This design comes from an exercise in tuning for small area, a short achievable clock period and few clock cycles per item on the open sky130 flow, not from production work. Where RTL was checked, it was by simulation tests only, not by an equivalence proof against the original. Only the layout flow was run in runs 1 to 3; the RTL was not checked for function there. Power and IR drop assume default switching activity.

## flow/constraint.sdc

```tcl
create_clock -name core_clock -period 6.5 [get_ports {clk}]
set_input_delay 1.3000 -clock core_clock [delete_from_list [all_inputs] [get_ports {clk}]]
set_output_delay 1.3000 -clock core_clock [all_outputs]
set_load 0.01 [all_outputs]
```

## flow/run.sh

```bash
#!/bin/bash
# synth_recipe.tcl (not shown) runs the flow's synth.tcl, then flattens the netlist and writes it again
# the make line also repeats each setting of config.mk as NAME=value (left out here)
make -C /OpenROAD-flow-scripts/flow DESIGN_CONFIG=/design/flow/config.mk WORK_HOME=/design/flow/orfs CLKGATE_MAP_FILE= SYNTH_SCRIPT=/design/flow/synth_recipe.tcl finish
```

## flow/design.v

```verilog
`default_nettype none
package fir_pkg;
	typedef logic signed [5-1:0] sample_t;  
	typedef logic signed [9-1:0] coef_t;    
	typedef logic signed [17-1:0] acc_t;      
	typedef enum logic [2:0] {
		PH_INIT,
		PH0,
		PH1,
		PH2,
		PH3,
		PH4
	} phase_t;
endpackage
`default_nettype wire
`default_nettype none
module fir_decimator_top
(
	input wire logic clk,
	input wire logic resetn,
	input wire logic in_valid,
	input wire fir_pkg::sample_t data_in,
	input wire logic out_credit,
	output logic in_credit,
	output logic out_valid,
	output fir_pkg::sample_t data_out
);
	logic [4:0] m1;              
	logic [6:0] m3;              
	logic [7:0] m5;              
	logic [4:0] selA, selB;
	logic [4:0] nph;             
	logic [2:0] phb;             
	logic [4:0] phb_dec;
	logic done1;                 
	logic pend;                  
	logic ov;
	logic [4:0] res;
	logic [4:0] res_nx;
	logic [1:0] ocred;           
	logic [2:0] owe;             
	logic [3:0] commit;          
	logic icr;
	logic [4:0] u;
	logic [1:0] ocred_nx;
	logic [1:0] ocred_s;
	logic [3:0] commit_d;
	logic [2:0] owe_d;
	logic c_le8, c_le13;
	logic icr_nx;
	logic send;
	logic pend_nx;
	assign phb_dec = 5'd1 << phb;
	assign u = {~data_in[4], data_in[3:0]};
	logic [13:0] r10;
	assign r10 = ({14{selA[0]}} & 14'({5'(m1), 4'd0}))
		| ({14{selA[1]}} & 14'({5'(m1), 4'd0}))
		| ({14{selA[2]}} & 14'({5'(~m1), 1'd0}))
		| ({14{selA[3]}} & 14'({5'(~m1), 3'd0}))
		| ({14{selA[4]}} & 14'(5'(m1)));
	logic [13:0] r11;
	assign r11 = ({14{selA[0]}} & 14'({5'(~m1), 1'd0}))
		| ({14{selA[1]}} & 14'(7'(~m3)))
		| ({14{selA[3]}} & 14'(5'(~m1)));
	logic [13:0] r20;
	assign r20 = ({14{selA[0]}} & 14'({7'(m3), 6'd0}))
		| ({14{selA[1]}} & 14'({7'(m3), 5'd0}))
		| ({14{selA[3]}} & 14'({8'(~m5), 3'd0}))
		| ({14{selA[4]}} & 14'({5'(~m1), 4'd0}));
	logic [13:0] r21;
	assign r21 = ({14{selA[0]}} & 14'(5'(m1)))
		| ({14{selA[1]}} & 14'(7'(m3)))
		| ({14{selA[2]}} & 14'(7'(~m3)))
		| ({14{selA[3]}} & 14'(5'(m1)))
		| ({14{selA[4]}} & 14'({5'(m1), 1'd0}));
	logic [13:0] r30;
	assign r30 = ({14{selB[0]}} & 14'({5'(~m1), 4'd0}))
		| ({14{selB[1]}} & 14'({8'(~m5), 3'd0}))
		| ({14{selB[3]}} & 14'({7'(m3), 5'd0}))
		| ({14{selB[4]}} & 14'({7'(m3), 6'd0}));
	logic [13:0] r31;
	assign r31 = ({14{selB[0]}} & 14'({5'(m1), 1'd0}))
		| ({14{selB[1]}} & 14'(5'(m1)))
		| ({14{selB[2]}} & 14'(7'(~m3)))
		| ({14{selB[3]}} & 14'(7'(m3)))
		| ({14{selB[4]}} & 14'(5'(m1)));
	logic [10:0] r40;
	assign r40 = ({11{selB[0]}} & 11'(5'(m1)))
		| ({11{selB[1]}} & 11'({5'(~m1), 3'd0}))
		| ({11{selB[2]}} & 11'({5'(~m1), 1'd0}))
		| ({11{selB[3]}} & 11'({5'(m1), 4'd0}))
		| ({11{selB[4]}} & 11'({5'(m1), 4'd0}));
	logic [10:0] r41;
	assign r41 = ({11{selB[1]}} & 11'(5'(~m1)))
		| ({11{selB[3]}} & 11'(7'(~m3)))
		| ({11{selB[4]}} & 11'({5'(~m1), 1'd0}));
	logic [13:0] s1, as1, ns1;
	logic [13:1] c1, ac1, nc1;
	assign as1 = selA[0] ? s2 : s1;
	assign ac1 = selA[0] ? c2 : c1;
	logic t1_1, t1_2, t1_3, t1_4, t1_5, t1_6, t1_7, t1_8, t1_9, t1_10, t1_11, t1_12, t1_13, t1_14, t1_15, t1_16, t1_17, t1_18;
	assign t1_1 = as1[0] ^ r10[0] ^ r11[0];
	assign t1_2 = (as1[0] & r10[0]) | (as1[0] & r11[0]) | (r10[0] & r11[0]);
	assign ns1[0] = t1_1;
	assign nc1[1] = 1'b0;
	assign t1_3 = as1[1] ^ ac1[1] ^ r10[1];
	assign t1_4 = (as1[1] & ac1[1]) | (as1[1] & r10[1]) | (ac1[1] & r10[1]);
	assign ns1[1] = t1_3 ^ r11[1] ^ t1_2;
	assign nc1[2] = (t1_3 & r11[1]) | (t1_3 & t1_2) | (r11[1] & t1_2);
	assign t1_5 = as1[2] ^ ac1[2] ^ r10[2];
	assign t1_6 = (as1[2] & ac1[2]) | (as1[2] & r10[2]) | (ac1[2] & r10[2]);
	assign ns1[2] = t1_5 ^ r11[2] ^ t1_4;
	assign nc1[3] = (t1_5 & r11[2]) | (t1_5 & t1_4) | (r11[2] & t1_4);
	assign t1_7 = as1[3] ^ ac1[3] ^ r10[3];
	assign t1_8 = (as1[3] & ac1[3]) | (as1[3] & r10[3]) | (ac1[3] & r10[3]);
	assign ns1[3] = t1_7 ^ r11[3] ^ t1_6;
	assign nc1[4] = (t1_7 & r11[3]) | (t1_7 & t1_6) | (r11[3] & t1_6);
	assign t1_9 = as1[4] ^ ac1[4] ^ r10[4];
	assign t1_10 = (as1[4] & ac1[4]) | (as1[4] & r10[4]) | (ac1[4] & r10[4]);
	assign ns1[4] = t1_9 ^ r11[4] ^ t1_8;
	assign nc1[5] = (t1_9 & r11[4]) | (t1_9 & t1_8) | (r11[4] & t1_8);
	assign t1_11 = as1[5] ^ ac1[5] ^ r10[5];
	assign t1_12 = (as1[5] & ac1[5]) | (as1[5] & r10[5]) | (ac1[5] & r10[5]);
	assign ns1[5] = t1_11 ^ r11[5] ^ t1_10;
	assign nc1[6] = (t1_11 & r11[5]) | (t1_11 & t1_10) | (r11[5] & t1_10);
	assign t1_13 = as1[6] ^ ac1[6] ^ r10[6];
	assign t1_14 = (as1[6] & ac1[6]) | (as1[6] & r10[6]) | (ac1[6] & r10[6]);
	assign ns1[6] = t1_13 ^ r11[6] ^ t1_12;
	assign nc1[7] = (t1_13 & r11[6]) | (t1_13 & t1_12) | (r11[6] & t1_12);
	assign t1_15 = as1[7] ^ ac1[7] ^ r10[7];
	assign t1_16 = (as1[7] & ac1[7]) | (as1[7] & r10[7]) | (ac1[7] & r10[7]);
	assign ns1[7] = t1_15 ^ t1_14;
	assign nc1[8] = t1_15 & t1_14;
	assign t1_17 = as1[8] ^ ac1[8] ^ r10[8];
	assign t1_18 = (as1[8] & ac1[8]) | (as1[8] & r10[8]) | (ac1[8] & r10[8]);
	assign ns1[8] = t1_17 ^ t1_16;
	assign nc1[9] = t1_17 & t1_16;
	assign ns1[9] = as1[9] ^ ac1[9] ^ t1_18;
	assign nc1[10] = (as1[9] & ac1[9]) | (as1[9] & t1_18) | (ac1[9] & t1_18);
	assign ns1[10] = as1[10] ^ ac1[10];
	assign nc1[11] = as1[10] & ac1[10];
	assign ns1[11] = as1[11] ^ ac1[11];
	assign nc1[12] = as1[11] & ac1[11];
	assign ns1[12] = as1[12] ^ ac1[12];
	assign nc1[13] = as1[12] & ac1[12];
	assign ns1[13] = as1[13] ^ ac1[13];
	logic [13:0] s2, as2, ns2;
	logic [13:1] c2, ac2, nc2;
	assign as2 = selA[0] ? s3 : s2;
	assign ac2 = selA[0] ? c3 : c2;
	logic t2_1, t2_2, t2_3, t2_4, t2_5, t2_6, t2_7, t2_8, t2_9, t2_10, t2_11, t2_12, t2_13, t2_14, t2_15, t2_16, t2_17, t2_18, t2_19, t2_20, t2_21, t2_22, t2_23, t2_24;
	assign ns2[0] = as2[0] ^ r21[0];
	assign nc2[1] = as2[0] & r21[0];
	assign t2_1 = as2[1] ^ ac2[1] ^ r21[1];
	assign t2_2 = (as2[1] & ac2[1]) | (as2[1] & r21[1]) | (ac2[1] & r21[1]);
	assign ns2[1] = t2_1;
	assign nc2[2] = 1'b0;
	assign t2_3 = as2[2] ^ ac2[2] ^ r21[2];
	assign t2_4 = (as2[2] & ac2[2]) | (as2[2] & r21[2]) | (ac2[2] & r21[2]);
	assign ns2[2] = t2_3 ^ t2_2;
	assign nc2[3] = t2_3 & t2_2;
	assign t2_5 = as2[3] ^ ac2[3] ^ r20[3];
	assign t2_6 = (as2[3] & ac2[3]) | (as2[3] & r20[3]) | (ac2[3] & r20[3]);
	assign ns2[3] = t2_5 ^ r21[3] ^ t2_4;
	assign nc2[4] = (t2_5 & r21[3]) | (t2_5 & t2_4) | (r21[3] & t2_4);
	assign t2_7 = as2[4] ^ ac2[4] ^ r20[4];
	assign t2_8 = (as2[4] & ac2[4]) | (as2[4] & r20[4]) | (ac2[4] & r20[4]);
	assign ns2[4] = t2_7 ^ r21[4] ^ t2_6;
	assign nc2[5] = (t2_7 & r21[4]) | (t2_7 & t2_6) | (r21[4] & t2_6);
	assign t2_9 = as2[5] ^ ac2[5] ^ r20[5];
	assign t2_10 = (as2[5] & ac2[5]) | (as2[5] & r20[5]) | (ac2[5] & r20[5]);
	assign ns2[5] = t2_9 ^ r21[5] ^ t2_8;
	assign nc2[6] = (t2_9 & r21[5]) | (t2_9 & t2_8) | (r21[5] & t2_8);
	assign t2_11 = as2[6] ^ ac2[6] ^ r20[6];
	assign t2_12 = (as2[6] & ac2[6]) | (as2[6] & r20[6]) | (ac2[6] & r20[6]);
	assign ns2[6] = t2_11 ^ r21[6] ^ t2_10;
	assign nc2[7] = (t2_11 & r21[6]) | (t2_11 & t2_10) | (r21[6] & t2_10);
	assign t2_13 = as2[7] ^ ac2[7] ^ r20[7];
	assign t2_14 = (as2[7] & ac2[7]) | (as2[7] & r20[7]) | (ac2[7] & r20[7]);
	assign ns2[7] = t2_13 ^ t2_12;
	assign nc2[8] = t2_13 & t2_12;
	assign t2_15 = as2[8] ^ ac2[8] ^ r20[8];
	assign t2_16 = (as2[8] & ac2[8]) | (as2[8] & r20[8]) | (ac2[8] & r20[8]);
	assign ns2[8] = t2_15 ^ t2_14;
	assign nc2[9] = t2_15 & t2_14;
	assign t2_17 = as2[9] ^ ac2[9] ^ r20[9];
	assign t2_18 = (as2[9] & ac2[9]) | (as2[9] & r20[9]) | (ac2[9] & r20[9]);
	assign ns2[9] = t2_17 ^ t2_16;
	assign nc2[10] = t2_17 & t2_16;
	assign t2_19 = as2[10] ^ ac2[10] ^ r20[10];
	assign t2_20 = (as2[10] & ac2[10]) | (as2[10] & r20[10]) | (ac2[10] & r20[10]);
	assign ns2[10] = t2_19 ^ t2_18;
	assign nc2[11] = t2_19 & t2_18;
	assign t2_21 = as2[11] ^ ac2[11] ^ r20[11];
	assign t2_22 = (as2[11] & ac2[11]) | (as2[11] & r20[11]) | (ac2[11] & r20[11]);
	assign ns2[11] = t2_21 ^ t2_20;
	assign nc2[12] = t2_21 & t2_20;
	assign t2_23 = as2[12] ^ ac2[12] ^ r20[12];
	assign t2_24 = (as2[12] & ac2[12]) | (as2[12] & r20[12]) | (ac2[12] & r20[12]);
	assign ns2[12] = t2_23 ^ t2_22;
	assign nc2[13] = t2_23 & t2_22;
	assign ns2[13] = as2[13] ^ ac2[13] ^ t2_24;
	logic [13:0] s3, as3, ns3;
	logic [13:1] c3, ac3, nc3;
	assign as3 = selB[0] ? 14'(s4) : s3;
	assign ac3 = selB[0] ? 13'(c4) : c3;
	logic t3_1, t3_2, t3_3, t3_4, t3_5, t3_6, t3_7, t3_8, t3_9, t3_10, t3_11, t3_12, t3_13, t3_14, t3_15, t3_16, t3_17, t3_18, t3_19, t3_20, t3_21, t3_22, t3_23, t3_24;
	assign ns3[0] = as3[0] ^ r31[0];
	assign nc3[1] = as3[0] & r31[0];
	assign t3_1 = as3[1] ^ ac3[1] ^ r31[1];
	assign t3_2 = (as3[1] & ac3[1]) | (as3[1] & r31[1]) | (ac3[1] & r31[1]);
	assign ns3[1] = t3_1;
	assign nc3[2] = 1'b0;
	assign t3_3 = as3[2] ^ ac3[2] ^ r31[2];
	assign t3_4 = (as3[2] & ac3[2]) | (as3[2] & r31[2]) | (ac3[2] & r31[2]);
	assign ns3[2] = t3_3 ^ t3_2;
	assign nc3[3] = t3_3 & t3_2;
	assign t3_5 = as3[3] ^ ac3[3] ^ r30[3];
	assign t3_6 = (as3[3] & ac3[3]) | (as3[3] & r30[3]) | (ac3[3] & r30[3]);
	assign ns3[3] = t3_5 ^ r31[3] ^ t3_4;
	assign nc3[4] = (t3_5 & r31[3]) | (t3_5 & t3_4) | (r31[3] & t3_4);
	assign t3_7 = as3[4] ^ ac3[4] ^ r30[4];
	assign t3_8 = (as3[4] & ac3[4]) | (as3[4] & r30[4]) | (ac3[4] & r30[4]);
	assign ns3[4] = t3_7 ^ r31[4] ^ t3_6;
	assign nc3[5] = (t3_7 & r31[4]) | (t3_7 & t3_6) | (r31[4] & t3_6);
	assign t3_9 = as3[5] ^ ac3[5] ^ r30[5];
	assign t3_10 = (as3[5] & ac3[5]) | (as3[5] & r30[5]) | (ac3[5] & r30[5]);
	assign ns3[5] = t3_9 ^ r31[5] ^ t3_8;
	assign nc3[6] = (t3_9 & r31[5]) | (t3_9 & t3_8) | (r31[5] & t3_8);
	assign t3_11 = as3[6] ^ ac3[6] ^ r30[6];
	assign t3_12 = (as3[6] & ac3[6]) | (as3[6] & r30[6]) | (ac3[6] & r30[6]);
	assign ns3[6] = t3_11 ^ r31[6] ^ t3_10;
	assign nc3[7] = (t3_11 & r31[6]) | (t3_11 & t3_10) | (r31[6] & t3_10);
	assign t3_13 = as3[7] ^ ac3[7] ^ r30[7];
	assign t3_14 = (as3[7] & ac3[7]) | (as3[7] & r30[7]) | (ac3[7] & r30[7]);
	assign ns3[7] = t3_13 ^ t3_12;
	assign nc3[8] = t3_13 & t3_12;
	assign t3_15 = as3[8] ^ ac3[8] ^ r30[8];
	assign t3_16 = (as3[8] & ac3[8]) | (as3[8] & r30[8]) | (ac3[8] & r30[8]);
	assign ns3[8] = t3_15 ^ t3_14;
	assign nc3[9] = t3_15 & t3_14;
	assign t3_17 = as3[9] ^ ac3[9] ^ r30[9];
	assign t3_18 = (as3[9] & ac3[9]) | (as3[9] & r30[9]) | (ac3[9] & r30[9]);
	assign ns3[9] = t3_17 ^ t3_16;
	assign nc3[10] = t3_17 & t3_16;
	assign t3_19 = as3[10] ^ ac3[10] ^ r30[10];
	assign t3_20 = (as3[10] & ac3[10]) | (as3[10] & r30[10]) | (ac3[10] & r30[10]);
	assign ns3[10] = t3_19 ^ t3_18;
	assign nc3[11] = t3_19 & t3_18;
	assign t3_21 = as3[11] ^ ac3[11] ^ r30[11];
	assign t3_22 = (as3[11] & ac3[11]) | (as3[11] & r30[11]) | (ac3[11] & r30[11]);
	assign ns3[11] = t3_21 ^ t3_20;
	assign nc3[12] = t3_21 & t3_20;
	assign t3_23 = as3[12] ^ ac3[12] ^ r30[12];
	assign t3_24 = (as3[12] & ac3[12]) | (as3[12] & r30[12]) | (ac3[12] & r30[12]);
	assign ns3[12] = t3_23 ^ t3_22;
	assign nc3[13] = t3_23 & t3_22;
	assign ns3[13] = as3[13] ^ ac3[13] ^ t3_24;
	logic [10:0] s4, as4, ns4;
	logic [10:1] c4, ac4, nc4;
	assign as4 = selB[0] ? 11'd366 : s4;
	assign ac4 = selB[0] ? 10'd0 : c4;
	logic t4_1, t4_2, t4_3, t4_4, t4_5, t4_6, t4_7, t4_8, t4_9, t4_10, t4_11, t4_12, t4_13, t4_14, t4_15, t4_16, t4_17, t4_18;
	assign t4_1 = as4[0] ^ r40[0] ^ r41[0];
	assign t4_2 = (as4[0] & r40[0]) | (as4[0] & r41[0]) | (r40[0] & r41[0]);
	assign ns4[0] = t4_1;
	assign nc4[1] = 1'b0;
	assign t4_3 = as4[1] ^ ac4[1] ^ r40[1];
	assign t4_4 = (as4[1] & ac4[1]) | (as4[1] & r40[1]) | (ac4[1] & r40[1]);
	assign ns4[1] = t4_3 ^ r41[1] ^ t4_2;
	assign nc4[2] = (t4_3 & r41[1]) | (t4_3 & t4_2) | (r41[1] & t4_2);
	assign t4_5 = as4[2] ^ ac4[2] ^ r40[2];
	assign t4_6 = (as4[2] & ac4[2]) | (as4[2] & r40[2]) | (ac4[2] & r40[2]);
	assign ns4[2] = t4_5 ^ r41[2] ^ t4_4;
	assign nc4[3] = (t4_5 & r41[2]) | (t4_5 & t4_4) | (r41[2] & t4_4);
	assign t4_7 = as4[3] ^ ac4[3] ^ r40[3];
	assign t4_8 = (as4[3] & ac4[3]) | (as4[3] & r40[3]) | (ac4[3] & r40[3]);
	assign ns4[3] = t4_7 ^ r41[3] ^ t4_6;
	assign nc4[4] = (t4_7 & r41[3]) | (t4_7 & t4_6) | (r41[3] & t4_6);
	assign t4_9 = as4[4] ^ ac4[4] ^ r40[4];
	assign t4_10 = (as4[4] & ac4[4]) | (as4[4] & r40[4]) | (ac4[4] & r40[4]);
	assign ns4[4] = t4_9 ^ r41[4] ^ t4_8;
	assign nc4[5] = (t4_9 & r41[4]) | (t4_9 & t4_8) | (r41[4] & t4_8);
	assign t4_11 = as4[5] ^ ac4[5] ^ r40[5];
	assign t4_12 = (as4[5] & ac4[5]) | (as4[5] & r40[5]) | (ac4[5] & r40[5]);
	assign ns4[5] = t4_11 ^ r41[5] ^ t4_10;
	assign nc4[6] = (t4_11 & r41[5]) | (t4_11 & t4_10) | (r41[5] & t4_10);
	assign t4_13 = as4[6] ^ ac4[6] ^ r40[6];
	assign t4_14 = (as4[6] & ac4[6]) | (as4[6] & r40[6]) | (ac4[6] & r40[6]);
	assign ns4[6] = t4_13 ^ r41[6] ^ t4_12;
	assign nc4[7] = (t4_13 & r41[6]) | (t4_13 & t4_12) | (r41[6] & t4_12);
	assign t4_15 = as4[7] ^ ac4[7] ^ r40[7];
	assign t4_16 = (as4[7] & ac4[7]) | (as4[7] & r40[7]) | (ac4[7] & r40[7]);
	assign ns4[7] = t4_15 ^ t4_14;
	assign nc4[8] = t4_15 & t4_14;
	assign t4_17 = as4[8] ^ ac4[8] ^ r40[8];
	assign t4_18 = (as4[8] & ac4[8]) | (as4[8] & r40[8]) | (ac4[8] & r40[8]);
	assign ns4[8] = t4_17 ^ t4_16;
	assign nc4[9] = t4_17 & t4_16;
	assign ns4[9] = as4[9] ^ ac4[9] ^ t4_18;
	assign nc4[10] = (as4[9] & ac4[9]) | (as4[9] & t4_18) | (ac4[9] & t4_18);
	assign ns4[10] = as4[10] ^ ac4[10];
	assign res_nx = 5'((s1 + {c1, 1'b0}) >> 9) + 5'd3;
	always_ff @(posedge clk)
	begin
		s1 <= ns1;
		c1 <= nc1;
	end
	always_ff @(posedge clk, negedge resetn)
	begin
		if (!resetn)
		begin
			s2 <= 14'd14046;
			c2 <= '0;
			s3 <= 14'd7607;
			c3 <= '0;
			s4 <= 11'd1168;
			c4 <= '0;
		end
		else
		begin
			s2 <= ns2;
			c2 <= nc2;
			s3 <= ns3;
			c3 <= nc3;
			s4 <= ns4;
			c4 <= nc4;
		end
	end
	assign out_valid = ov;
	assign data_out = res;
	assign in_credit = icr;
	assign send = ov;
	assign ocred_s = ocred - {1'b0, send};
	assign ocred_nx = out_credit ? ocred_s + 2'd1 : ocred_s;
	assign c_le8 = commit <= 4'd8;
	assign c_le13 = commit <= 4'd13;
	assign icr_nx = (owe != 3'd0) && (send ? (c_le13 || ocred[1]) : (c_le8 || ((ocred != 2'd0) && c_le13)));
	assign pend_nx = done1 || (pend && !send);
	assign owe_d = owe - {2'b0, icr_nx};
	assign commit_d = commit - (send ? 4'd5 : 4'd0) + {3'b0, icr_nx};
	always_ff @(posedge clk)
	begin
		m1 <= u;
		m3 <= {2'b0, u} + {1'b0, u, 1'b0};
		m5 <= {3'b0, u} + {1'b0, u, 2'b0};
		if (done1)
			res <= res_nx;
	end
	always_ff @(posedge clk, negedge resetn)
	begin
		if (!resetn)
		begin
			nph <= 5'd1;
			selA <= 5'd0;
			selB <= 5'd0;
			phb <= 3'd0;
			done1 <= 1'b0;
			pend <= 1'b0;
			ov <= 1'b0;
			ocred <= 2'd2;
			owe <= 3'd0;
			commit <= 4'd4;
			icr <= 1'b0;
		end
		else
		begin
			selA <= in_valid ? nph : 5'd0;
			selB <= in_valid ? phb_dec : 5'd0;
			if (in_valid)
			begin
				nph <= {nph[3:0], nph[4]};
				phb <= (phb == 3'd4) ? 3'd0 : phb + 3'd1;
			end
			done1 <= selA[4];
			pend <= pend_nx;
			ov <= pend_nx && (ocred_s != 2'd0);
			ocred <= ocred_nx;
			owe <= in_valid ? owe_d + 3'd1 : owe_d;
			commit <= commit_d;
			icr <= icr_nx;
		end
	end
endmodule
`default_nettype wire
```

## flow/config.mk

```make
export PLATFORM = sky130hd
export DESIGN_NAME = fir_decimator_top
export DESIGN_NICKNAME = fir_decimator_top
export VERILOG_FILES = /design/flow/design.v
export SDC_FILE = /design/flow/constraint.sdc
export NUM_CORES = 4
export LEC_CHECK = 0
export CAP_MARGIN = 20
export CORE_MARGIN = 2
export CORE_UTILIZATION = 40
export SETUP_SLACK_MARGIN = 4.2
export SLEW_MARGIN = 20
```

==> results of run 1 <==
==> where the power goes <==
part | switching, W | internal (W) | total, W
registers | 0.000157 | 0.00118 | 0.00133
clock network | 0.000414 | 0.000506 | 0.000921
logic | 0.000517 | 0.000461 | 0.000979
==> stage by stage <==
stage          total power, W  hold slack (ns)
2_1_floorplan         0.00202            0.352
3_3_place_gp          0.00225            0.453
3_5_place_dp          0.00229            0.464
4_1_cts               0.00324            0.481
5_1_grt               0.00350            0.489
6_report              0.00323            0.477
==> repair_timing <==
item,CTS,global route
pin swaps,4,14
setup buffers,10,21
endpoints found under the setup margin,99,36
hold buffers,0,0
resized for setup,66,37
gates cloned,1,0
==> layer usage <==
metal | vias up | GRT usage [%] | routed length [um]
li1 | 2632 | - | -
met1 | 2704 | 24.2 | 8440
met2 | 176 | 26.6 | 8230
met3 | 40 | 3.58 | 1020
met4 | 0 | 6.50 | 543
met5 | - | 0 | 0
==> sequential cells by signal, indices dropped and copies added, names as in the netlist, 6 cells and up <==
signal and count:
m5 8, s4 11, s2 14, m3 6, c4 9, s1 14
c3 12, c2 12, s3 14, c1 12
==> final cells by class <==
class / instances / area, um2
fill: 1868 / 11100
clock inverter: 14 / 114
timing repair buffer: 50 / 444
multi-input combinational: 472 / 4720
inverter: 97 / 387
sequential: 151 / 3650
clock buffer: 18 / 439
tap: 275 / 344
==> cells by family after synthesis <==
kind of cell	after synthesis
compound gates	128
simple gates	119
buf+inv	132
mux	77
fa+ha+maj	123
flops	151
xor+xnor	25
==> layout by cell type, fill, tap and decap left out, drive strengths merged, types with 20 or more instances in the layout <==
cell,n
buf,41
a21oi,23
mux2,45
nor2,24
nand2,50
fa,64
dfxtp,43
o21ai,33
dfstp,26
dfrtp,77
mux2i,32
ha,59
clkbuf,21
inv,100
xnor2,20
==> worst max path at each step <==
stage,from,to,slack [ns],cells past startpoint
final,c1[7],res[4],3.88,12
after global routing,c1[7],res[4],3.75,12
after CTS,c1[7],res[4],3.88,12
after detailed placement,selA[0],s1[4],3.45,7
after global placement,selB[0],s3[6],3.51,6
after floorplan,c1[7],res[4],3.94,12
==> flow_summary.json, run 1 <==
{
  "final_core_util_pct": 47.8,
  "diodes": 0,
  "synth_edf_count": 5,
  "cts_tree": "done",
  "vias": 5552,
  "synth_top_family_by_area": "adder cells",
  "syn-num-nets": 887,
  "cts_buffer_depth": 2,
  "max_stage_delay_ns": 0.35,
  "peakVddDrop_mv": 0.205,
  "ys_seq_area_share_pct": 41.7,
  "cp-end-kind": "flip-flop",
  "worst_slew_pin_slew_ns": 0.790,
  "initial_core_util_pct": 41.0,
  "wl_mm": 18.2,
  "fin_setup_tns_ns": 0,
  "synthTopCellsByArea": "dfrtp_1, fa_1, dfxtp_1",
  "via_per_inst": 5.16,
  "fp.coreArea_um2": 21200,
  "ys_ff_latch": 151,
  "skew_ns": 0.0100,
  "num_io_pins": 16,
  "synth_cell_type_count": 61,
  "path_cells": "ha_4 -> a21o_4 -> a21oi_4 -> o21ai_2 -> a21oi_2 -> xnor2_1 -> ha_2 -> o41a_1 -> and3_1 -> o21ai_1 -> a21boi_1 -> xor2_1",
  "area_growth_pct": 16.5,
  "route.detailed.drc": 0,
  "path_clk_slew_ns": 0.07,
  "outcome": "no timing/DRC/antenna violations",
  "antenna_left": 0,
  "pre_cts_slack_ns": 3.45,
  "grt_pass1_wl_mm": 30.2,
  "ys_warn_count": 1,
  "htree_levels": 4,
  "r2r-end": "res[4]",
  "slew_headroom_pct": 47.3,
  "finalHoldViolations": 0,
  "dp_hpwl_mm": 12.9,
  "power_density_nw_per_um2": 320,
  "portBuffers": 15,
  "synthMuxAreaShare_pct": 9.53,
  "fin_cells": 1077,
  "grt_pass1_vias": 5771,
  "die_area_um2": 22900,
  "slowest_stage": "o41a_1",
  "dp.cells": 1013,
  "r2r_slack_ns": 3.88,
  "period_needed_ns": 2.62,
  "crit-reg2reg-launch": "c1[7]",
  "die-width_um": 151,
  "drive_gt1_share_pct": 26.6,
  "setup_slack_ns": 3.88,
  "syn_inst": 755,
  "cts_root_buf": "clkbuf_16",
  "antenna_found_initial": 0,
  "hold-path-endpoint": "pend",
  "cp_num_buf_inv": 0,
  "track_usage_pct": 17.3,
  "hold_depth": 1,
  "synthTopCellsByCount": "inv_1, dfrtp_1, fa_1",
  "cap_violations": 0,
  "grt_start_max_net_pins": 60,
  "fmax_ghz": 0.381,
  "synth.most_common_cell": "inv_1",
  "clock_latency_ns": 0.43,
  "worst_ep_required_time_ns": 6.67,
  "syn_area_um2": 8680,
  "avgSynthCellArea_um2": 11.5,
  "start_kind": "flip-flop",
  "finish.instance_area_um2": 10100,
  "synth-xor-area-share_pct": 2.52,
  "rsz0062_at_grt": "yes",
  "fin_crit_sh_pct": 40.4,
  "netlist.area_leader.share_pct": 22.2,
  "numCtsBuffers": 17,
  "rows": 53,
  "synth_top_flop_cell": "dfrtp_1",
  "gp_congestion": 0.865,
  "drt_iter0_markers": 451,
  "worstHoldPathType": "flip-flop to flip-flop",
  "async_flop_share_pct": 68.2,
  "avgRoutedWirePerCell_um": 16.9,
  "dpl-instance-area_um2": 9120,
  "critPathKind": "flip-flop to flip-flop",
  "clkSinkCount": 151,
  "path_max_fanout": 3,
  "min-delay-start": "pend",
  "finalNetCount": 921,
  "p_leak_nw": 4.70,
  "dr.pass1.iters": 5,
  "yosysTopAreaCell": "dfrtp_1",
  "chipHeight_um": 151,
  "synth-compound-area-share_pct": 10.7,
  "gr-total-overflow": 0,
  "report.final.slew_viol_count": 0,
  "arrival_ns": 2.79,
  "r2r.worst_path.cells": 12,
  "synth-simple-area-share_pct": 6.49,
  "cp_top_family": "compound AO/OA/AOI/OAI gates",
  "setup_viol": 0,
  "synth-adder-area-share_pct": 23.3
}
==> run 2: changes to the inputs <==
--- a/flow/design.v
+++ b/flow/design.v
@@ -34,4 +34,7 @@
 	logic [4:0] phb_dec;
 	logic done1;                 
+	logic done2;                 
+	logic [4:0] hi_r, hi_nx;     
+	logic k9_r, k9_nx;           
 	logic pend;                  
 	logic ov;
@@ -301,5 +304,7 @@
 	assign nc4[10] = (as4[9] & ac4[9]) | (as4[9] & t4_18) | (ac4[9] & t4_18);
 	assign ns4[10] = as4[10] ^ ac4[10];
-	assign res_nx = 5'((s1 + {c1, 1'b0}) >> 9) + 5'd3;
+	assign hi_nx = s1[13:9] + c1[13:9];
+	assign k9_nx = 10'({1'b0, s1[8:0]} + {1'b0, c1[8:1], 1'b0}) >> 9;
+	assign res_nx = hi_r + 5'(k9_r) + 5'd3;
 	always_ff @(posedge clk)
 	begin
@@ -337,5 +342,5 @@
 	assign c_le13 = commit <= 4'd13;
 	assign icr_nx = (owe != 3'd0) && (send ? (c_le13 || ocred[1]) : (c_le8 || ((ocred != 2'd0) && c_le13)));
-	assign pend_nx = done1 || (pend && !send);
+	assign pend_nx = done2 || (pend && !send);
 	assign owe_d = owe - {2'b0, icr_nx};
 	assign commit_d = commit - (send ? 4'd5 : 4'd0) + {3'b0, icr_nx};
@@ -346,4 +351,9 @@
 		m5 <= {3'b0, u} + {1'b0, u, 2'b0};
 		if (done1)
+		begin
+			hi_r <= hi_nx;
+			k9_r <= k9_nx;
+		end
+		if (done2)
 			res <= res_nx;
 	end
@@ -357,4 +367,5 @@
 			phb <= 3'd0;
 			done1 <= 1'b0;
+			done2 <= 1'b0;
 			pend <= 1'b0;
 			ov <= 1'b0;
@@ -374,4 +385,5 @@
 			end
 			done1 <= selA[4];
+			done2 <= done1;
 			pend <= pend_nx;
 			ov <= pend_nx && (ocred_s != 2'd0);
--- a/flow/config.mk
+++ b/flow/config.mk
@@ -9,4 +9,4 @@
 export CORE_MARGIN = 2
 export CORE_UTILIZATION = 40
-export SETUP_SLACK_MARGIN = 4.2
+export SETUP_SLACK_MARGIN = 4.05
 export SLEW_MARGIN = 20
==> run 2 against run 1 <==
Against the previous run: worst setup slack gained 0.22 ns; clock skew shrank 0.00061 ns; clock power grew 24%; routed wire length shrank 0.73%; critical path depth shrank 8; global-route usage grew 0.18 points.
==> flow_summary.json, run 2 <==
{
  "synthTopCellsByCount": "inv_1, dfrtp_1, fa_1",
  "clkSinkCount": 158,
  "wl_met2_mm": 9.01,
  "die-width_um": 152,
  "wl_met3_um": 825,
  "wl_met1_mm": 7.82,
  "grt_pass1_wl_mm": 30.6,
  "worst_ep_required_time_ns": 6.80,
  "crit_path_start": "selA[0]",
  "ys_ff_latch": 158,
  "peakVddDrop_mv": 0.191,
  "ctsHoldBuffers": 0,
  "r2r-end": "s1[2]",
  "cap_violations": 0,
  "num_io_pins": 16,
  "dp_hpwl_mm": 13.2,
  "track_usage_pct": 17.5,
  "r2r.worst_path.cells": 4,
  "report.final.slew_viol_count": 0,
  "netlist.area_leader.share_pct": 22.4,
  "power_density_nw_per_um2": 357,
  "final_common_cell": "inv_1",
  "final_cell_mix": "inv_1, dfrtp_1, fa_1, ha_1, nand2_1",
  "grt_pass1_vias": 5982,
  "clock_latency_ns": 0.43,
  "rsz0062_at_grt": "yes",
  "grt_start_max_net_pins": 59,
  "gp_congestion": 0.889,
  "p_leak_nw": 4.67,
  "r2r_slack_ns": 4.10,
  "async_flop_share_pct": 65.8,
  "path_clk_slew_ns": 0.06,
  "cts_tree": "done",
  "drt_iter0_markers": 404,
  "htree_levels": 4,
  "period_needed_ns": 2.40,
  "path_max_fanout": 38,
  "seqCellArea_um2": 3840,
  "start_kind": "flip-flop",
  "antenna_found_initial": 0,
  "dpl-instance-area_um2": 9020,
  "portBuffers": 15,
  "fmax_ghz": 0.416,
  "nFillCells": 1934,
  "yosysTopAreaCell": "dfrtp_1",
  "synthTopCellsByArea": "dfrtp_1, fa_1, dfxtp_1",
  "finalHoldViolations": 0,
  "wl_mm": 18.1,
  "gr-total-overflow": 0,
  "dr.pass1.iters": 5,
  "arrival_ns": 2.71,
  "route.detailed.drc": 0,
  "diodes": 0,
  "fin_setup_tns_ns": 0,
  "outcome": "no timing/DRC/antenna violations",
  "finalPower_w": 0.00349,
  "synth_edf_count": 11,
  "syn_area_um2": 8710,
  "hold-path-endpoint": "pend",
  "min-delay-start": "pend",
  "fin_crit_sh_pct": 36.9,
  "area_growth_pct": 12.4,
  "ys_seq_area_share_pct": 43.9,
  "antenna_left": 0,
  "syn-num-nets": 861,
  "synth.most_common_cell": "inv_1",
  "top_regs": "s1 x14, s2 x14, s3 x14",
  "critPathKind": "flip-flop to flip-flop",
  "numCtsBuffers": 17,
  "chipHeight_um": 152,
  "syn_inst": 727,
  "top_layer_used": "met4",
  "initial_core_util_pct": 41.0,
  "setup_viol": 0,
  "avgRoutedWirePerCell_um": 17.7,
  "worstHoldPathType": "flip-flop to flip-flop",
  "avgSynthCellArea_um2": 12.0,
  "cts_root_buf": "clkbuf_16",
  "synth_cell_type_count": 50,
  "fp.coreArea_um2": 21200,
  "whs_ns": 0.467,
  "die_area_um2": 23000,
  "cp-end-kind": "flip-flop",
  "crit-reg2reg-launch": "selA[0]",
  "skew_ns": 0.00940,
  "rows": 53,
  "finalNetCount": 871,
  "cts_buffer_depth": 2,
  "via_per_inst": 5.27,
  "ys_warn_count": 1,
  "finish.instance_area_um2": 9790,
  "multi_input_area_um2": 4320,
  "synth_top_flop_cell": "dfrtp_1",
  "worst_slew_pin_slew_ns": 0.784,
  "slew_headroom_pct": 47.8,
  "vias": 5406,
  "drive_gt1_share_pct": 16.7,
  "hold_depth": 1
}
run 2: changes by cell type after synthesis, moves of 3 or more:
cell | before | now
nand2_1 | 50 | 46
mux2_4 | 0 | 10
nor2_1 | 24 | 18
clkbuf_1 | 25 | 7
mux2_1 | 0 | 3
mux2_2 | 45 | 29
buf_1 | 8 | 0
buf_6 | 0 | 7
nand3_1 | 4 | 1
edfxtp_1 | 5 | 11
buf_2 | 1 | 14
run 2: power breakdown:
group | internal [W] | total, W | switching [W]
registers | 0.00122 | 0.00138 | 0.000152
clock network | 0.000747 | 0.00114 | 0.000394
logic | 0.000437 | 0.000973 | 0.000537
total | 0.00241 | 0.00349 | 0.00108
run 2: final cells by class:
| cell class | instances | share of cell area [%] |
|---|---|---|
| inverters | 98 | 3.82 |
| well taps | 275 | 3.51 |
| multi-input cells | 438 | 44.1 |
| flip-flops and latches | 158 | 39.2 |
| repair buffers | 24 | 2.36 |
| clock buffers | 23 | 5.21 |
| clock inverters | 9 | 1.79 |
run 2: worst max path at each step:
| stage | endpoint | slack, ns |
|---|---|---|
| final | s1[2] | 4.10 |
| after global routing | s1[5] | 4.02 |
| after CTS | s1[2] | 4.05 |
| after detailed placement | m5[6] | 3.31 |
| after global placement | m5[6] | 3.53 |
| after floorplan | m3[5] | 4.18 |
run 2: cells by family after synthesis:
logic type               after synthesis  synth area share [%]
flip-flops                           158                  43.9
buffers and inverters                131                  6.61
adder cells (fa/ha/maj)              125                  23.6
AO/OA/AOI/OAI                        112                  8.38
AND/OR/NAND/NOR                      102                  5.47
multiplexers                          73                  9.43
XOR/XNOR                              26                  2.61
run 2: repair_timing:
| item | in CTS | in global routing |
|---|---|---|
| setup endpoints to repair | 55 | 22 |
| setup buffers | 6 | 0 |
| pin swaps | 0 | 0 |
| gates cloned | 0 | 0 |
| resized for setup | 24 | 9 |
run 2: critical path, stage by stage, from the launching register on:
cell and delay [ns]:
dfrtp_4 0.57, buf_12 0.28, mux2_2 0.39, fa_1 0.52
fa_1 0.49
run 2: metal layers:
metal  vias up  track usage (%)
met1      2767             22.6
li1       2440                -
met2       162             28.8
met3        37             3.80
met5         -                0
met4         0             6.76
run 2: through the flow:
step | setup slack (ns) | util [%] | instances
floorplan | 4.18 | - | 727
global placement | 3.53 | 42.5 | 987
detailed placement | 3.31 | 42.5 | 987
CTS | 4.05 | 46.0 | 1025
global route | 4.02 | 46.1 | 1025
finish | 4.10 | 46.1 | 1025
==> run 3: changes to the inputs <==
--- a/flow/config.mk
+++ b/flow/config.mk
@@ -9,4 +9,4 @@
 export CORE_MARGIN = 2
 export CORE_UTILIZATION = 40
-export SETUP_SLACK_MARGIN = 4.05
+export SETUP_SLACK_MARGIN = 4.25
 export SLEW_MARGIN = 20
==> run 3 against run 2 <==
Against the previous run: global-route usage up 0.29 points; first-iteration DRC count up 22%; fmax is 6.0% higher; critical path depth down 3; die area is the same; non-clock buffer count increased by 28; clock power decreased by 11%; sequential cell count unchanged; clock skew shrank 0.0031 ns; clock-buffer cell count fell by 4; register-to-register slack improved by 0.18 ns; routed wire length is 4.9% higher.
==> flow_summary.json, run 3 <==
{
  "yosysTopAreaCell": "dfrtp_1",
  "cts_root_buf": "clkbuf_16",
  "drive_gt1_share_pct": 23.9,
  "numCtsBuffers": 17,
  "die-width_um": 152,
  "ctsHoldBuffers": 0,
  "ys_ff_latch": 158,
  "syn_inst": 727,
  "fmax_ghz": 0.441,
  "netlist.area_leader.share_pct": 22.4,
  "ys_seq_area_share_pct": 43.9,
  "final_core_util_pct": 47.4,
  "peakVddDrop_mv": 0.135,
  "finalHoldViolations": 0,
  "period_needed_ns": 2.27,
  "ys_warn_count": 1,
  "cp_top_family": "flip-flops",
  "fin_crit_sh_pct": 34.9,
  "finalPower_w": 0.00345,
  "num_io_pins": 16,
  "syn_area_um2": 8710,
  "p_leak_nw": 4.81,
  "dpl-instance-area_um2": 9040,
  "critPathKind": "flip-flop to output pin",
  "grt_start_max_net_pins": 57,
  "chipHeight_um": 152,
  "vias": 5480,
  "p_comb_share_pct": 30.7,
  "wl_mm": 19.0,
  "route.detailed.drc": 0,
  "worstHoldPathType": "flip-flop to flip-flop",
  "clock_latency_ns": 0.43,
  "finish.instance_area_um2": 10100,
  "worst_slew_pin_slew_ns": 0.696,
  "intPower_w": 0.00232,
  "synthTopCellsByArea": "dfrtp_1, fa_1, dfxtp_1",
  "cts_buffer_depth": 2,
  "initial_core_util_pct": 41.0,
  "r2r.worst_path.cells": 5,
  "report.final.slew_viol_count": 0,
  "rsz0062_at_grt": "yes",
  "rows": 53,
  "fp.coreArea_um2": 21200,
  "antenna_left": 0,
  "grt_pass1_vias": 5869,
  "cts_tree": "done",
  "fin_setup_tns_ns": 0,
  "worst-path-stages": 1,
  "drt_iter0_markers": 492,
  "portBuffers": 15,
  "path_clk_slew_ns": 0.06,
  "htree_levels": 4,
  "hold_depth": 1,
  "dp_hpwl_mm": 13.2,
  "final_cell_mix": "inv_1, dfrtp_1, fa_1, ha_1, nand2_1",
  "nFillCells": 1909,
  "max_stage_delay_ns": 0.42,
  "area_growth_pct": 15.6,
  "avgRoutedWirePerCell_um": 18.0,
  "sw_frac_of_total_pct": 32.8,
  "skew_ns": 0.00634,
  "path_cells": "buf_6",
  "avgSynthCellArea_um2": 12.0,
  "clkSinkCount": 158,
  "clkPwrFrac_pct": 29.4,
  "gp_congestion": 0.887,
  "synth_cell_type_count": 50,
  "via_per_inst": 5.20,
  "arrival_ns": 0.97,
  "gr-total-overflow": 0,
  "worst_ep_required_time_ns": 5.20,
  "track_usage_pct": 17.8,
  "cap_violations": 0,
  "synthTopCellsByCount": "inv_1, dfrtp_1, fa_1",
  "setup_viol": 0,
  "grt_pass1_wl_mm": 31.0,
  "synth_edf_count": 11,
  "diodes": 0,
  "power_density_nw_per_um2": 343,
  "start_kind": "flip-flop",
  "p_seq_share_pct": 40.0,
  "slowest_stage": "dfrtp_2",
  "cp_num_buf_inv": 1,
  "whs_ns": 0.471,
  "dr.pass1.iters": 5,
  "finalNetCount": 899,
  "outcome": "no timing/DRC/antenna violations",
  "die_area_um2": 23000,
  "power_switching_w": 0.00113,
  "path_max_fanout": 2,
  "antenna_found_initial": 0,
  "top_regs": "s1 x14, s2 x14, s3 x14",
  "cp-end-kind": "output pin",
  "synth_top_flop_cell": "dfrtp_1",
  "async_flop_share_pct": 65.8,
  "slew_headroom_pct": 53.6,
  "final_common_cell": "inv_1",
  "syn-num-nets": 861,
  "synth.most_common_cell": "inv_1"
}
[run 3: cell types whose count changed in the layout (fill, tap and decap cells not counted), sizes merged, moves of 2 or more]
cell / before / now
bufbuf: 0 / 2
dlygate4sd2: 10 / 1
clkinvlp: 3 / 5
inv: 96 / 99
clkdlybuf4s50: 3 / 1
buf: 10 / 44
bufinv: 5 / 3
[run 3: power groups by stage]
stage          clock network [W]  registers (W)  logic [W]
3_3_place_gp                   0        0.00139   0.000891
6_report                 0.00101        0.00138    0.00106
5_1_grt                  0.00108        0.00140    0.00122
4_1_cts                  0.00103        0.00137    0.00105
2_1_floorplan                  0        0.00131   0.000765
3_5_place_dp                   0        0.00139   0.000974
[run 3: logic make-up after synthesis]
group | Yosys count | synth area share (%)
XOR/XNOR | 26 | 2.61
multiplexers | 73 | 9.43
adder cells (fa/ha/maj) | 125 | 23.6
AND/OR/NAND/NOR | 102 | 5.47
flip-flops | 158 | 43.9
AO/OA/AOI/OAI | 112 | 8.38
buffers and inverters | 131 | 6.61
[run 3: final timing paths]
| path | from | to | slack, ns |
|---|---|---|---|
| worst min register to register | pend | pend | 0.47 |
| min in group asynchronous | resetn | c2[11] | 0.91 |
| worst max-delay path | ov | out_valid | 4.23 |
| max in group asynchronous | resetn | selA[0] | 4.61 |
| worst min-delay path | pend | pend | 0.47 |
| worst max register to register | selA[0] | s1[5] | 4.28 |
[run 3: stage by stage]
stage / setup slack [ns] / std cells
floorplan: 4.25 / 727
global placement: 3.56 / 987
detailed placement: 3.47 / 987
CTS: 4.20 / 1039
global route: 4.20 / 1053
finish: 4.23 / 1053
[run 3: final cells by class]
| type | count | area (um2) | share of cell area [%] |
|---|---|---|---|
| Tap cell | 275 | 344 | 3.42 |
| Sequential cell | 158 | 3850 | 38.2 |
| Clock inverter | 13 | 163 | 1.62 |
| Inverter | 98 | 380 | 3.78 |
| Timing Repair Buffer | 52 | 500 | 4.97 |
| Multi-Input combinational cell | 438 | 4400 | 43.7 |
| Clock buffer | 19 | 433 | 4.30 |
[run 3: repair_timing]
item | in CTS | in global routing
pin swaps | 1 | 7
endpoints found under the setup margin | 94 | 77
buffers inserted | 18 | 13
cloned | 2 | 1
resized for setup | 67 | 33
[run 3: metal layers]
| metal | share of wire [%] | global-route usage, % | vias up | routed length, um |
|---|---|---|---|---|
| met5 | 0 | 0 | - | 0 |
| met4 | 2.2 | 6.39 | 0 | 409 |
| met3 | 5.6 | 2.84 | 39 | 1060 |
| met2 | 50 | 30.3 | 208 | 9470 |
| met1 | 42 | 23.0 | 2732 | 8050 |
| li1 | - | - | 2501 | - |
==> run 4: changes to the inputs <==
--- a/flow/design.v
+++ b/flow/design.v
@@ -350,9 +350,10 @@
 		m3 <= {2'b0, u} + {1'b0, u, 1'b0};
 		m5 <= {3'b0, u} + {1'b0, u, 2'b0};
-		if (done1)
-		begin
-			hi_r <= hi_nx;
-			k9_r <= k9_nx;
-		end
+		selA <= in_valid ? nph : 5'd0;
+		selB <= in_valid ? phb_dec : 5'd0;
+		ov <= pend_nx && (ocred_s != 2'd0);
+		icr <= icr_nx;
+		hi_r <= hi_nx;
+		k9_r <= k9_nx;
 		if (done2)
 			res <= res_nx;
@@ -363,20 +364,14 @@
 		begin
 			nph <= 5'd1;
-			selA <= 5'd0;
-			selB <= 5'd0;
 			phb <= 3'd0;
 			done1 <= 1'b0;
 			done2 <= 1'b0;
 			pend <= 1'b0;
-			ov <= 1'b0;
 			ocred <= 2'd2;
 			owe <= 3'd0;
 			commit <= 4'd4;
-			icr <= 1'b0;
 		end
 		else
 		begin
-			selA <= in_valid ? nph : 5'd0;
-			selB <= in_valid ? phb_dec : 5'd0;
 			if (in_valid)
 			begin
@@ -387,9 +382,7 @@
 			done2 <= done1;
 			pend <= pend_nx;
-			ov <= pend_nx && (ocred_s != 2'd0);
 			ocred <= ocred_nx;
 			owe <= in_valid ? owe_d + 3'd1 : owe_d;
 			commit <= commit_d;
-			icr <= icr_nx;
 		end
 	end
--- a/flow/config.mk
+++ b/flow/config.mk
@@ -9,4 +9,4 @@
 export CORE_MARGIN = 2
 export CORE_UTILIZATION = 40
-export SETUP_SLACK_MARGIN = 4.25
+export SETUP_SLACK_MARGIN = 4.35
 export SLEW_MARGIN = 20
==> run 4 against run 3 <==
Against the previous run: cell count decreased by 0.95%; still clean; critical endpoint is now data_out[3]; largest cell class unchanged; die area is 2.4% lower; first-iteration DRC count is 8.1% lower; non-clock buffer count decreased by 3; clock skew up 0.0032 ns.
==> flow_summary.json, run 4 <==
{
  "outcome": "no timing/DRC/antenna violations",
  "cp-end-kind": "output pin",
  "crit-reg2reg-launch": "selA[0]",
  "r2r_slack_ns": 4.31,
  "worstHoldPathType": "flip-flop to flip-flop",
  "report.final.slew_viol_count": 0,
  "path_cells": "buf_2",
  "netlist.area_leader.share_pct": 19.4,
  "drive_gt1_share_pct": 25.4,
  "nFillCells": 1925,
  "skew_ns": 0.00951,
  "grt_start_max_net_pins": 75,
  "r2r.worst_path.cells": 6,
  "path_max_fanout": 1,
  "hold_depth": 0,
  "cts_root_buf": "clkbuf_16",
  "gr-total-overflow": 0,
  "cap_violations": 0,
  "via_per_inst": 5.14,
  "dr.pass1.iters": 6,
  "fp.coreArea_um2": 21000,
  "drt_iter0_markers": 452,
  "r2r-end": "s2[6]",
  "worst_ep_required_time_ns": 5.20,
  "yosysTopAreaCell": "dfrtp_1",
  "gp_congestion": 0.914,
  "fin_setup_tns_ns": 0,
  "diodes": 0,
  "critPathKind": "flip-flop to output pin",
  "ys_ff_latch": 158,
  "initial_core_util_pct": 40.6,
  "synth_top_flop_cell": "dfrtp_1",
  "syn_area_um2": 8500,
  "slowest_stage": "edfxtp_1",
  "p_leak_nw": 4.66,
  "rows": 53,
  "max_stage_delay_ns": 0.35,
  "track_usage_pct": 16.9,
  "avgRoutedWirePerCell_um": 17.2,
  "finalNetCount": 886,
  "die-width_um": 150,
  "final_cell_mix": "inv_1, dfrtp_1, fa_1, ha_1",
  "synthTopCellsByArea": "dfrtp_1, fa_1, dfxtp_1",
  "antenna_found_initial": 0,
  "wl_mm": 17.9,
  "portBuffers": 15,
  "fin_crit_sh_pct": 34.3,
  "finalHoldViolations": 0,
  "cts_buffer_depth": 2,
  "period_needed_ns": 2.23,
  "clkSinkCount": 158,
  "final_common_cell": "inv_1",
  "dp.cells": 980,
  "synthTopCellsByCount": "inv_1, dfrtp_1, fa_1",
  "setup_viol": 0,
  "synth_cell_type_count": 52,
  "chipHeight_um": 150,
  "ctsHoldBuffers": 0,
  "peakVddDrop_mv": 0.207,
  "die_area_um2": 22400,
  "clock_latency_ns": 0.43,
  "path_clk_slew_ns": 0.06,
  "power_density_nw_per_um2": 350,
  "worst_slew_pin_slew_ns": 0.679,
  "antenna_left": 0,
  "pre_cts_slack_ns": 3.46,
  "cts_tree": "done",
  "syn-num-nets": 852,
  "vias": 5362,
  "async_flop_share_pct": 58.2,
  "syn_inst": 721,
  "grt_pass1_wl_mm": 29.0,
  "route.detailed.drc": 0,
  "cp_top_family": "flip-flops",
  "synth.most_common_cell": "inv_1",
  "area_growth_pct": 15.8,
  "arrival_ns": 0.93,
  "numCtsBuffers": 17,
  "setup_slack_ns": 4.27,
  "start_kind": "flip-flop",
  "hold-path-endpoint": "done2",
  "cp_num_buf_inv": 1,
  "grt_pass1_vias": 5579,
  "htree_levels": 4,
  "min-delay-start": "done1",
  "fmax_ghz": 0.449,
  "rsz0062_at_grt": "yes",
  "slew_headroom_pct": 54.7,
  "fin_cells": 1043,
  "avgSynthCellArea_um2": 11.8,
  "synth_edf_count": 5,
  "top_regs": "s1 x14, s2 x14, s3 x14",
  "ys_warn_count": 1,
  "final_core_util_pct": 47.0,
  "ys_seq_area_share_pct": 43.6,
  "dp_hpwl_mm": 12.6,
  "num_io_pins": 16
}
[run 4: changes by cell type in the layout (fill, tap and decap cells not counted), moves of 5 or more]
cell	before	now
a21oi_1	24	17
inv_1	87	82
dfxtp_1	38	45
mux2_2	29	39
mux2_4	11	1
edfxtp_1	11	5
dfrtp_2	6	0
dfrtp_1	71	66
dfxtp_4	2	9
[run 4: power breakdown]
part           internal [W]  total (W)  switching, W
logic              0.000520    0.00108      0.000562
registers           0.00122    0.00139      0.000171
clock network      0.000554   0.000971      0.000417
[run 4: worst max path at each step]
stage | to | cells after the start | start | slack [ns]
floorplan | m3[5] | 7 | data_in[0] | 4.25
global placement | m3[5] | 8 | data_in[0] | 3.50
detailed placement | s2[6] | 6 | selA[0] | 3.46
CTS | data_out[1] | 1 | res[1] | 4.25
global route | data_out[3] | 1 | res[3] | 4.21
finish | data_out[3] | 1 | res[3] | 4.27
[run 4: metal layers]
metal | part of all wire, % | wire (um) | GRT usage (%)
met1 | 42 | 7550 | 22.1
met2 | 50 | 9000 | 27.5
met3 | 5.3 | 943 | 4.02
met4 | 2.4 | 425 | 5.80
met5 | 0 | 0 | 0
[run 4: cell type report]
| cell class | instances | area [um2] | area share [%] |
|---|---|---|---|
| multi-input cells | 433 | 4340 | 44.1 |
| flip-flops and latches | 158 | 3750 | 38.1 |
| clock buffers | 19 | 453 | 4.60 |
| repair buffers | 49 | 443 | 4.50 |
| inverters | 96 | 385 | 3.91 |
| well taps | 275 | 344 | 3.50 |
| clock inverters | 13 | 129 | 1.31 |
[run 4: repair_timing]
item	in CTS	in global routing
endpoints found under the setup margin	113	68
setup buffers	13	16
resized for setup	78	33
pin swaps	2	8
cloned	0	2
[run 4: metrics by stage]
stage	cell area (um2)	power [W]	hold WS, ns
floorplan	8530	0.00209	0.331
global placement	8850	0.00228	0.335
detailed placement	8850	0.00237	0.348
CTS	9580	0.00338	0.372
global route	9840	0.00371	0.371
finish	9840	0.00345	0.366
[run 4: cells by family after synthesis]
group                      count (synthesis)  synth area share (%)
xor gates and xnor gates                  28                  2.89
and+or+nand+nor                          102                  5.54
DFF                                      158                  43.6
buffers and inverters                    130                  6.46
muxes                                     75                  9.47
AOI/OAI and AO/OA                        106                  8.33
adders and majority gates                122                  23.7
Testbench counts of run 4, summed over its fixed seeds: cycles 12,024, results 2,400.
==> run 5: changes to the inputs <==
--- a/flow/config.mk
+++ b/flow/config.mk
@@ -9,4 +9,4 @@
 export CORE_MARGIN = 2
 export CORE_UTILIZATION = 40
-export SETUP_SLACK_MARGIN = 4.35
+export SETUP_SLACK_MARGIN = 4.25
 export SLEW_MARGIN = 20
==> run 5 against run 4 <==
Against the previous run: still clean; non-clock buffer count decreased by 23; utilization fell by 1.4 points; synthesized cell count unchanged; register-to-register slack got worse by 0.04 ns; global-route usage is 0.21 points higher; design area shrank 2.9%; routed wire length down 2.3%; power fell by 2.6%; sequential power hardly changed; hold slack worse by 0.018 ns; combinational power down 9%; sequential cell count unchanged; critical path type is now flip-flop to flip-flop; critical endpoint is now s2[6]; highest routed layer unchanged.
==> flow_summary.json, run 5 <==
{
  "dr.pass1.iters": 5,
  "fp.coreArea_um2": 21000,
  "worst_slew_pin_slew_ns": 0.939,
  "antenna_left": 0,
  "synth.most_common_cell": "inv_1",
  "start_kind": "flip-flop",
  "final_cell_mix": "inv_1, dfrtp_1, fa_1, ha_1, dfxtp_1",
  "r2r_slack_ns": 4.27,
  "syn_area_um2": 8500,
  "netlist.area_leader.share_pct": 19.4,
  "syn_inst": 721,
  "yosysTopAreaCell": "dfrtp_1",
  "initial_core_util_pct": 40.6,
  "cts_buffer_depth": 2,
  "top_regs": "s1 x14, s2 x14, s3 x14",
  "finalNetCount": 863,
  "async_flop_share_pct": 58.2,
  "synth_top_flop_cell": "dfrtp_1",
  "final_common_cell": "inv_1",
  "period_needed_ns": 2.23,
  "grt_start_max_net_pins": 74,
  "area_growth_pct": 12.5,
  "power_density_nw_per_um2": 351,
  "gp_congestion": 0.911,
  "report.final.slew_viol_count": 0,
  "setup_viol": 0,
  "finalHoldViolations": 0,
  "crit_top_cell": "inv_1",
  "rows": 53,
  "ctsHoldBuffers": 0,
  "ys_seq_area_share_pct": 43.6,
  "grt_pass1_vias": 5690,
  "synthTopCellsByArea": "dfrtp_1, fa_1, dfxtp_1",
  "path_cells": "inv_1 -> a221o_1 -> fa_1 -> inv_1 -> fa_1 -> inv_1",
  "synth_edf_count": 5,
  "max_stage_delay_ns": 0.52,
  "final_core_util_pct": 45.6,
  "avgRoutedWirePerCell_um": 17.2,
  "drt_iter0_markers": 387,
  "dp_hpwl_mm": 12.7,
  "drive_gt1_share_pct": 20.5,
  "cts_tree": "done",
  "ys_warn_count": 1,
  "arrival_ns": 2.60,
  "portBuffers": 15,
  "die_area_um2": 22400,
  "critPathKind": "flip-flop to flip-flop",
  "htree_levels": 4,
  "vias": 5216,
  "chipHeight_um": 150,
  "ys_ff_latch": 158,
  "path_clk_slew_ns": 0.06,
  "fin_crit_sh_pct": 34.4,
  "synth_cell_type_count": 52,
  "peakVddDrop_mv": 0.215,
  "cp-end-kind": "flip-flop",
  "track_usage_pct": 17.1,
  "wl_mm": 17.5,
  "grt_pass1_wl_mm": 29.4,
  "skew_ns": 0.00632,
  "num_io_pins": 16,
  "worst_ep_required_time_ns": 6.86,
  "slew_headroom_pct": 37.4,
  "path_max_fanout": 11,
  "antenna_found_initial": 0,
  "slowest_stage": "fa_1",
  "fmax_ghz": 0.447,
  "avgSynthCellArea_um2": 11.8,
  "cts_root_buf": "clkbuf_16",
  "route.detailed.drc": 0,
  "via_per_inst": 5.11,
  "p_leak_nw": 4.54,
  "gr-total-overflow": 0,
  "fin_setup_tns_ns": 0,
  "die-width_um": 150,
  "clock_latency_ns": 0.43,
  "syn-num-nets": 852,
  "outcome": "no timing/DRC/antenna violations",
  "synthTopCellsByCount": "inv_1, dfrtp_1, fa_1",
  "rsz0062_at_grt": "yes",
  "diodes": 0,
  "cap_violations": 0,
  "clkSinkCount": 158,
  "worstHoldPathType": "flip-flop to flip-flop",
  "numCtsBuffers": 17
}
run 5: worst paths after layout:
kind / from / endpoint / cells after the start
worst max-delay path: m1[2] / s2[6] / 6
worst min-delay path: done1 / done2 / 0
worst max register to register: m1[2] / s2[6] / 6
worst min register to register: done1 / done2 / 0
max in group asynchronous: resetn / s3[3] / 2
min in group asynchronous: resetn / ocred[0] / 1
run 5: what timing repair did:
item | 4_1_cts | 5_1_grt
gates resized for setup | 60 | 18
pin swaps | 0 | 1
cloned | 1 | 0
setup buffers | 7 | 0
setup endpoints to repair | 94 | 20
run 5: where the power goes:
group | internal, W | leakage (nW) | total [W] | switching (W)
Clock | 0.000587 | 0.279 | 0.000992 | 0.000405
Sequential | 0.00122 | 1.68 | 0.00138 | 0.000162
Combinational | 0.000453 | 2.58 | 0.000981 | 0.000528
Total | 0.00226 | 4.54 | 0.00335 | 0.00109
run 5: cell type report:
class / instances / area (um2)
Fill cell: 1926 / 11400
Multi-Input combinational cell: 433 / 4280
Sequential cell: 158 / 3730
Clock buffer: 20 / 457
Inverter: 96 / 369
Tap cell: 275 / 344
Timing Repair Buffer: 26 / 240
Clock inverter: 12 / 135
run 5: metal layers:
| layer | wire length, um | vias up | GRT usage (%) |
|---|---|---|---|
| li1 | - | 2421 | - |
| met1 | 7680 | 2606 | 21.9 |
| met2 | 8630 | 156 | 28.3 |
| met3 | 740 | 33 | 3.08 |
| met4 | 449 | 0 | 7.69 |
| met5 | 0 | - | 0 |
run 5: cells by family (layout without fill, tap and decap cells):
| logic type | count (synthesis) | count (layout) | share of synthesized area (%) |
|---|---|---|---|
| AO/OA/AOI/OAI | 106 | 106 | 8.33 |
| AND/OR/NAND/NOR | 102 | 102 | 5.54 |
| adder cells (fa/ha/maj) | 122 | 122 | 23.7 |
| flip-flops | 158 | 158 | 43.6 |
| XOR/XNOR | 28 | 28 | 2.89 |
| buffers and inverters | 130 | 154 | 6.46 |
| multiplexers | 75 | 75 | 9.47 |
run 5: critical path: cells and delay by family, from the launching register on:
family | cells | cell delay, ns
buffers and inverters | 3 | 0.27
AO/OA/AOI/OAI | 1 | 0.44
adder cells (fa/ha/maj) | 2 | 1.01
flip-flops | 1 | 0.44
run 5: stage by stage:
stage / total power, W / setup WS, ns / hold slack, ns / area (um2) / instances
detailed placement: 0.00236 / 3.46 / 0.338 / 8840 / 980
floorplan: 0.00208 / 4.25 / 0.331 / 8520 / 721
global placement: 0.00229 / 3.53 / 0.337 / 8840 / 980
finish: 0.00335 / 4.27 / 0.348 / 9560 / 1020
global route: 0.00362 / 4.19 / 0.358 / 9560 / 1020
CTS: 0.00339 / 4.22 / 0.350 / 9550 / 1020

-- static timing again, ports no longer ideal --
No port has a modelled driver above. Below, the same layouts with a new extraction and two added sets of constraints.
Step 1 assumes that a clkbuf_16 drives the clock port and a buf_2 every other input.
Step 2 also shifts input and output timing later by t, the mid clock arrival at the registers, as if the neighbouring blocks saw the same clock.
a / b / c = no drivers / after step 1 / after step 2; a / b = the first two.
| run | t, ns | setup WS [ns] | clock arrival spread, ns | slew at the worst register clock pin (ns) | worst data-port slew with drivers (ns) |
|---|---|---|---|---|---|
| run 1 | 0.463 | 3.877 / 3.877 / 3.864 | 0.012 / 0.012 | 0.07 / 0.07 | 0.03 |
| run 2 | 0.464 | 4.098 / 4.085 / 3.659 | 0.009 / 0.010 | 0.06 / 0.06 | 0.05 |
| run 3 | 0.468 | 4.234 / 4.190 / 3.933 | 0.007 / 0.006 | 0.06 / 0.06 | 0.04 |
| run 4 | 0.469 | 4.272 / 4.230 / 3.980 | 0.010 / 0.010 | 0.07 / 0.07 | 0.03 |
| run 5 | 0.467 | 4.265 / 4.227 / 3.849 | 0.007 / 0.007 | 0.06 / 0.06 | 0.03 |
After both steps setup and hold are still met in every run listed. The setup slack of run 2, which loses most, moves by -0.013 ns with the drivers and by -0.439 ns with both steps.
